What follows belongs to an exercise in optimizing a design on an open flow for small area; a production flow would make more cautious choices.
Only simulation tests tie the RTL to the original design; equivalence was not proved.
Power is estimated from default activity; no workload was simulated.

==> flow/config.mk <==
export PLATFORM = sky130hd
export DESIGN_NAME = connect4_top
export DESIGN_NICKNAME = connect4_top
export VERILOG_FILES = /design/flow/design.v
export SDC_FILE = /design/flow/constraint.sdc
export NUM_CORES = 4
export LEC_CHECK = 0
export CAP_MARGIN = 20
export CORE_MARGIN = 2
export CORE_UTILIZATION = 40
export CTS_BUF_LIST = sky130_fd_sc_hd__clkbuf_4 sky130_fd_sc_hd__clkbuf_8
export CTS_CLUSTER_DIAMETER = 100
export CTS_CLUSTER_SIZE = 60
export SLEW_MARGIN = 20
==> flow/constraint.sdc <==
create_clock -name core_clock -period 10.0 [get_ports {clk}]
set_input_delay 2.0000 -clock core_clock [delete_from_list [all_inputs] [get_ports {clk}]]
set_output_delay 2.0000 -clock core_clock [all_outputs]
set_load 0.01 [all_outputs]
==> flow/design.v <==
package c4_pkg;
	typedef logic [1:0]  piece_t;      
	typedef logic [2:0]  col_t;
	typedef logic [2:0]  row_t;        
	typedef logic [5:0]  cell_idx_t;   
	typedef logic [2:0]  height_t;     
	typedef logic [97:0] board_t;      
	typedef logic [7:0]  pix_x_t;
	typedef logic [6:0]  pix_y_t;
	typedef logic [2:0]  color_t;      
	typedef logic [9:0]  apb_addr_t;
	typedef logic [31:0] apb_data_t;
	typedef enum logic [0:0] {
		IDLE,
		DRAW
	} plot_state_t;
	localparam int NUM_COLS  = 7;
	localparam int NUM_ROWS  = 7;
	localparam int NUM_CELLS = NUM_COLS * NUM_ROWS;
	localparam int WIN_LEN   = 4;
	localparam int CELL_PIX = 6;
	localparam int ORIGIN_X = 8;
	localparam int PITCH_X  = 22;
	localparam int ORIGIN_Y = 5;
	localparam int PITCH_Y  = 16;
	localparam color_t COLOR_P1 = 3'b100;   
	localparam color_t COLOR_P2 = 3'b001;   
	localparam piece_t PIECE_EMPTY = 2'd0;
	localparam piece_t PIECE_P1    = 2'd1;
	localparam piece_t PIECE_P2    = 2'd2;
	localparam apb_addr_t REG_MOVE      = 10'h000;
	localparam apb_addr_t REG_STATUS    = 10'h004;
	localparam apb_addr_t REG_CELL_BASE = 10'h080;
endpackage
`timescale 1ns/1ps
module connect4_top (
	input  logic        clk,
	input  logic        reset_n,
	input  logic        psel,
	input  logic        penable,
	input  logic        pwrite,
	input  logic [9:0]  paddr,
	input  logic [31:0] pwdata,
	output logic [31:0] prdata,
	output logic        pready,
	output logic        pslverr,
	output logic        plot_valid,
	output logic [7:0]  plot_x,
	output logic [6:0]  plot_y,
	output logic [2:0]  plot_color
);
	logic [2:0]  h [7];    
	logic [48:0] s;        
	logic        t;        
	logic        go;       
	logic [2:0]  px, py;   
	logic [2:0]  pc, pr;   
	logic [48:0] occ, m;
	logic [2:0]  col, hsel;
	logic        busy, idle, full, move_ok, wr_move, accept, win;
	always_comb begin
		for (int r = 0; r < 7; r++)
			for (int c = 0; c < 7; c++)
				occ[r*7+c] = (h[c] > 3'(6 - r));
	end
	logic [2:0] rcol, msel;
	assign col     = pwdata[2:0];
	assign msel    = pwrite ? col : rcol;
	assign hsel    = h[msel];
	assign full    = (hsel == 3'd7);
	assign busy    = !(py == 3'd3 || py == 3'd4);
	assign idle    = (py == 3'd3);
	assign move_ok = (col != 3'd7) && !full && idle && !go;
	assign wr_move = pwrite && (paddr == 10'h000);
	assign accept  = psel && penable && wr_move && move_ok;
	assign pready  = 1'b1;
	assign pslverr = wr_move && !move_ok;
	always_ff @(posedge clk) begin
		if (accept) s <= ~m;
		if (!reset_n) begin
			for (int c = 0; c < 7; c++) h[c] <= '0;
			t <= 1'b0;
		end else if (accept) begin
			for (int c = 0; c < 7; c++)
				if (col == 3'(c)) h[c] <= hsel + 3'd1;
			t <= !t;
		end
	end
	function automatic logic line7(input logic [6:0] v);
		line7 = v[3] & ((v[2] & v[1] & (v[0] | v[4])) | (v[4] & v[5] & (v[2] | v[6])));
	endfunction
	function automatic logic line6(input logic [5:0] v);
		line6 = v[2] & v[3] & ((v[0] & v[1]) | (v[1] & v[4]) | (v[4] & v[5]));
	endfunction
	function automatic logic line5(input logic [4:0] v);
		line5 = v[1] & v[2] & v[3] & (v[0] | v[4]);
	endfunction
	always_comb begin
		for (int n = 0; n < 49; n++) m[n] = occ[n] && s[n];
		win = 1'b0;
		for (int i = 0; i < 7; i++) begin
			win |= line7({m[i*7+6], m[i*7+5], m[i*7+4], m[i*7+3], m[i*7+2], m[i*7+1], m[i*7]});
			win |= line7({m[42+i], m[35+i], m[28+i], m[21+i], m[14+i], m[7+i], m[i]});
		end
		win |= line7({m[48], m[40], m[32], m[24], m[16], m[8], m[0]});
		win |= line6({m[47], m[39], m[31], m[23], m[15], m[7]});
		win |= line6({m[41], m[33], m[25], m[17], m[9], m[1]});
		win |= line5({m[46], m[38], m[30], m[22], m[14]});
		win |= line5({m[34], m[26], m[18], m[10], m[2]});
		win |= &{m[45], m[37], m[29], m[21]};
		win |= &{m[27], m[19], m[11], m[3]};
		win |= line7({m[42], m[36], m[30], m[24], m[18], m[12], m[6]});
		win |= line6({m[43], m[37], m[31], m[25], m[19], m[13]});
		win |= line6({m[35], m[29], m[23], m[17], m[11], m[5]});
		win |= line5({m[44], m[38], m[32], m[26], m[20]});
		win |= line5({m[28], m[22], m[16], m[10], m[4]});
		win |= &{m[45], m[39], m[33], m[27]};
		win |= &{m[21], m[15], m[9], m[3]};
	end
	always_ff @(posedge clk) begin
		if (!reset_n) go <= 1'b0;
		else if (win) go <= 1'b1;
	end
	always_ff @(posedge clk) begin
		if (accept) begin
			pc <= col;
			pr <= 3'd6 - hsel;
		end
		if (!reset_n) begin
			py <= 3'd3;
			px <= 3'd0;
		end else begin
			if (busy) px <= (px == 3'd5) ? 3'd0 : px + 3'd1;
			if ((busy && px == 3'd5) || py == 3'd4 || accept) py <= py + 3'd1;
		end
	end
	assign plot_valid = busy;
	assign plot_x     = 8'd8 + 8'(pc) * 8'd22 + 8'(px);
	assign plot_y     = {pr, !py[2], py};   
	assign plot_color = {t, 1'b0, !t};
	logic [6:0] wa;
	logic [5:0] n;
	logic [2:0] rk;        
	logic       cell_hit;
	logic [1:0] cell_val;
	assign wa       = paddr[8:2];
	assign n        = {wa[6], wa[4:0]};
	assign cell_hit = !paddr[9] && (paddr[1:0] == 2'b00) && (wa[6] != wa[5]) &&
	                  !(wa[6] && wa[4] && (wa[3:0] != 4'd0));
	always_comb begin
		case (n)
			6'd0: {rk, rcol} = {3'd6, 3'd0};
			6'd1: {rk, rcol} = {3'd6, 3'd1};
			6'd2: {rk, rcol} = {3'd6, 3'd2};
			6'd3: {rk, rcol} = {3'd6, 3'd3};
			6'd4: {rk, rcol} = {3'd6, 3'd4};
			6'd5: {rk, rcol} = {3'd6, 3'd5};
			6'd6: {rk, rcol} = {3'd6, 3'd6};
			6'd7: {rk, rcol} = {3'd5, 3'd0};
			6'd8: {rk, rcol} = {3'd5, 3'd1};
			6'd9: {rk, rcol} = {3'd5, 3'd2};
			6'd10: {rk, rcol} = {3'd5, 3'd3};
			6'd11: {rk, rcol} = {3'd5, 3'd4};
			6'd12: {rk, rcol} = {3'd5, 3'd5};
			6'd13: {rk, rcol} = {3'd5, 3'd6};
			6'd14: {rk, rcol} = {3'd4, 3'd0};
			6'd15: {rk, rcol} = {3'd4, 3'd1};
			6'd16: {rk, rcol} = {3'd4, 3'd2};
			6'd17: {rk, rcol} = {3'd4, 3'd3};
			6'd18: {rk, rcol} = {3'd4, 3'd4};
			6'd19: {rk, rcol} = {3'd4, 3'd5};
			6'd20: {rk, rcol} = {3'd4, 3'd6};
			6'd21: {rk, rcol} = {3'd3, 3'd0};
			6'd22: {rk, rcol} = {3'd3, 3'd1};
			6'd23: {rk, rcol} = {3'd3, 3'd2};
			6'd24: {rk, rcol} = {3'd3, 3'd3};
			6'd25: {rk, rcol} = {3'd3, 3'd4};
			6'd26: {rk, rcol} = {3'd3, 3'd5};
			6'd27: {rk, rcol} = {3'd3, 3'd6};
			6'd28: {rk, rcol} = {3'd2, 3'd0};
			6'd29: {rk, rcol} = {3'd2, 3'd1};
			6'd30: {rk, rcol} = {3'd2, 3'd2};
			6'd31: {rk, rcol} = {3'd2, 3'd3};
			6'd32: {rk, rcol} = {3'd2, 3'd4};
			6'd33: {rk, rcol} = {3'd2, 3'd5};
			6'd34: {rk, rcol} = {3'd2, 3'd6};
			6'd35: {rk, rcol} = {3'd1, 3'd0};
			6'd36: {rk, rcol} = {3'd1, 3'd1};
			6'd37: {rk, rcol} = {3'd1, 3'd2};
			6'd38: {rk, rcol} = {3'd1, 3'd3};
			6'd39: {rk, rcol} = {3'd1, 3'd4};
			6'd40: {rk, rcol} = {3'd1, 3'd5};
			6'd41: {rk, rcol} = {3'd1, 3'd6};
			6'd42: {rk, rcol} = {3'd0, 3'd0};
			6'd43: {rk, rcol} = {3'd0, 3'd1};
			6'd44: {rk, rcol} = {3'd0, 3'd2};
			6'd45: {rk, rcol} = {3'd0, 3'd3};
			6'd46: {rk, rcol} = {3'd0, 3'd4};
			6'd47: {rk, rcol} = {3'd0, 3'd5};
			6'd48: {rk, rcol} = {3'd0, 3'd6};
			default: {rk, rcol} = 6'd0;
		endcase
	end
	assign cell_val = (hsel > rk) ? ((s[n] ^ t) ? 2'd2 : 2'd1) : 2'd0;
	always_comb begin
		prdata = '0;
		if (paddr == 10'h004) prdata[4:0] = {go & !t, go & t, t, !t, busy};
		else if (cell_hit) prdata[1:0] = cell_val;
	end
endmodule
==> flow/run.sh <==
#!/bin/bash
# synth_recipe.tcl (not shown) runs the flow's synth.tcl, then flattens the netlist and writes it again
# the make line also repeats each setting of config.mk as NAME=value (left out here)
make -C /OpenROAD-flow-scripts/flow DESIGN_CONFIG=/design/flow/config.mk WORK_HOME=/design/flow/orfs CLKGATE_MAP_FILE= SYNTH_SCRIPT=/design/flow/synth_recipe.tcl finish
==> results.txt <==
report_power, final:
part	total (mW)	switching (mW)	internal, mW
sequential	0.366	0.0000105	0.366
clock	0.239	0.141	0.0984
combinational	0.0864	0.0540	0.0324
worst max-delay path: stages:
cell	delay [ns]
clkdlybuf4s50_1	0.46
buf_4	0.31
ha_1	0.28
inv_1	0.10
ha_1	0.27
mux2_2	0.27
o22a_1	0.23
a32oi_4	0.37
mux2_2	0.38
nand3_1	0.08
nand3_1	0.25
o22ai_1	0.33
ha_1	0.27
a31oi_1	0.12
o21ai_0	0.10
nor2_1	0.19
a21oi_1	0.09
o21ai_0	0.17
clkdlybuf4s50_1	0.56
final cells by class:
class,count,area (um2)
Fill cell,1428,8050
Clock inverter,6,55.1
Sequential cell,84,2230
Inverter,21,81.3
Timing Repair Buffer,46,448
Tap cell,184,230
Multi-Input combinational cell,454,3200
Clock buffer,10,131
routing by layer:
layer | vias up | wire [um] | global-route usage (%)
met3 | 34 | 1170 | 4.11
met5 | - | 0 | 0
li1 | 2234 | - | -
met4 | 0 | 398 | 7.52
met1 | 2356 | 7720 | 30.3
met2 | 223 | 7780 | 33.3
flip-flops by register name, indices dropped and copies added (netlist names):
name and cells:
px 3, py 3, go 1, t 1
h 21, pr 3, pc 3, s 49
worst paths after layout:
path,depth (start not counted),endpoint,start,slack [ns]
worst min-delay path,2,px[2],px[1],0.53
worst max register to register,11,s[13],h[4][1],6.18
worst min register to register,2,px[2],px[1],0.53
worst max-delay path,19,prdata[1],paddr[2],1.17
metrics by stage:
stage / hold WS [ns] / setup slack, ns / instance area [um2] / cells / total power [mW]
floorplan: 0.475 / 2.58 / 5960 / 630 / 0.443
global placement: 0.490 / 1.27 / 6190 / 789 / 0.456
detailed placement: 0.523 / 1.21 / 6190 / 789 / 0.458
CTS: 0.538 / 1.20 / 6380 / 805 / 0.693
global route: 0.556 / 0.846 / 6380 / 805 / 0.717
finish: 0.533 / 1.17 / 6380 / 805 / 0.691
logic make-up after synthesis:
group                    count (synthesis)
multiplexers                            38
adder cells (fa/ha/maj)                 29
buffers and inverters                   92
AND/OR/NAND/NOR                        189
XOR/XNOR                                11
other                                    2
AO/OA/AOI/OAI                          158
flip-flops                              84
cells in the final DEF, fill, tap and decap left out, drive strengths merged, types with 11 or more instances in the layout:
cell	count
a21oi	32
clkdlybuf4s50	41
conb	29
dfxtp	29
edfxtp	55
ha	27
inv	25
mux2i	21
mux4	12
nand2	47
nand2b	11
nand3	23
nor2	43
nor3	18
o21ai	26
==> results by group <==
Worst setup path
  – Kind of start point of the critical path: primary input
  – Crit. End Element: output port
  – Crit path DAT: between 6 and 7 ns
  – Req. time, crit path: ~8.0 ns
  – Worst Path Max Fanout: 20
  – Setup CP Type: in -> out

Logic synthesis
  – Adder-Cell Fraction of Synth Area: 6.45%
  – Synth Area in Compound Gates: ~20%
  – Yosys top cell area share: approximately 28%
  – Post-synth EDFFs: 55
  – Largest family of logic cells by synthesized area: compound AO/OA/AOI/OAI gates
  – Top-count cell post-synth: edfxtp_1
  – Yosys cell types: 74
  – Post-synth top flop: edfxtp_1
  – Post-synthesis simple-gate area fraction: roughly 16%
  – Post-synthesis sequential area ratio: 38.1%
  – Async SR Flop Fraction: 0%
  – Yosys reg bits: 84
  – Synth Instances: ~600
  – Synth top area cells: edfxtp_1, dfxtp_1, ha_1
  – Average size of a mapped cell: just under 10 um2
  – Synth cell count leaders: edfxtp_1, nand2_1, nor2_1
  – Multiplexer area fraction after synthesis: 9.16%
  – Syn. warnings: 2
  – Synth area leader: edfxtp_1
  – Post-Synth XOR/XNOR Area: 1.64%
  – Mapped cell area: roughly 6000 um2

Clock network
  – CTS tree: done
  – Post-CTS sizing: 0
  – Clock Path Buffers: 2
  – Htree depth: 3
  – Clock Latency Late Sink: about 0.37 ns
  – Num CTS Buffers: 9
  – Postcts setup bufs: 0
  – Clk sink count: 84
  – Clk root buf: clkbuf_8
  – Hold-fix buffers, CTS: 0
  – CTS clk-pin slew, worst paths: about 0.10 ns

STA
  – Measured slew at the worst slew-check pin: roughly 0.78 ns
  – # setup viols final: 0
  – Fmax achieved: 113 MHz
  – Slew HR: a little under half
  – Final Cycle Share: between 80% and 90%
  – Min Tclk post-route: 8.83 ns
  – Setup TNS: 0 ns
  – Clk_skew: 0.0103 ns
  – Final slew viol count: 0
  – Setup repair after global routing missed its margin: no
  – Final Hold Fails: 0

GRT
  – First-pass GRT wire length: ~26 mm
  – Gr usage total: approximately 22%
  – Total global routing overflow: 0
  – Initial antenna violation count: 0
  – Largest net degree at the start of global routing: 36
  – Vias in the first global route: 4,527

Placement
  – GP Congestion: 1.01
  – Port bufs: 41
  – Post-DP HPWL: 12.6 mm

Floorplan
  – Rows: 44
  – Total core area: 14,400 um2
  – Initial Utilization: around two fifths
  – DIE WIDTH: ~130 um
  – Chip height: around 130 um
  – Boundary pin count: 100
  – Die area: about 16,000 um2

Detailed routing
  – WL per Instance: 21.2 um
  – DR vias/cell: 6.02
  – Drt initial violations: 492
  – Routed Antenna Nets: 0
  – Routed via count: 4,847
  – Detailed Route WL: approximately 17 mm
  – Drt drc: 0
  – Drt pass-1 iters: 5

Layout
  – Total Nets Final: about 700
  – Share of layout cells above drive strength 1: under 10%
  – Util after Layout: roughly 44%
  – Area grow syn2layout: 8.84%
  – Antenna Cells: 0

Run
  – Number of max-cap violations: 0

Power
  – P per Cell Area: 108 nW/um2
  – LEAKAGE: 2.09 nW
  – Maximum vdd drop: ~54 uV

Worst hold path
  – Worst hold path type: reg -> reg

Outcome
  – Status: timing/DRC/antenna clean

[separate check: timing with driven ports]
How much do the figures lean on ideal ports? The routed layout below was timed once more, with nothing changed but the port constraints. Step 1 (the two cells are an assumption about what drives the block):
set clk [get_ports {clk}]
set_driving_cell -lib_cell sky130_fd_sc_hd__clkbuf_16 $clk
set_driving_cell -lib_cell sky130_fd_sc_hd__buf_2 [delete_from_list [all_inputs] $clk]
Step 2, shift: input delay + t, output delay - t, t = (earliest + latest rising clock arrival at the registers) / 2. This alone moves slack from input paths to output paths. a / b / c = ideal / step 1 / step 2; a / b = the first two.
t (ns): 0.404
setup WS [ns]: 1.174 / 1.145 / 1.145
worst setup path at the end: input to output
cell pins on the clock port's net: 1
After both steps setup and hold are still met in this run. For this run, drivers alone change the setup slack by -0.029 ns; drivers and shift together by -0.029 ns.
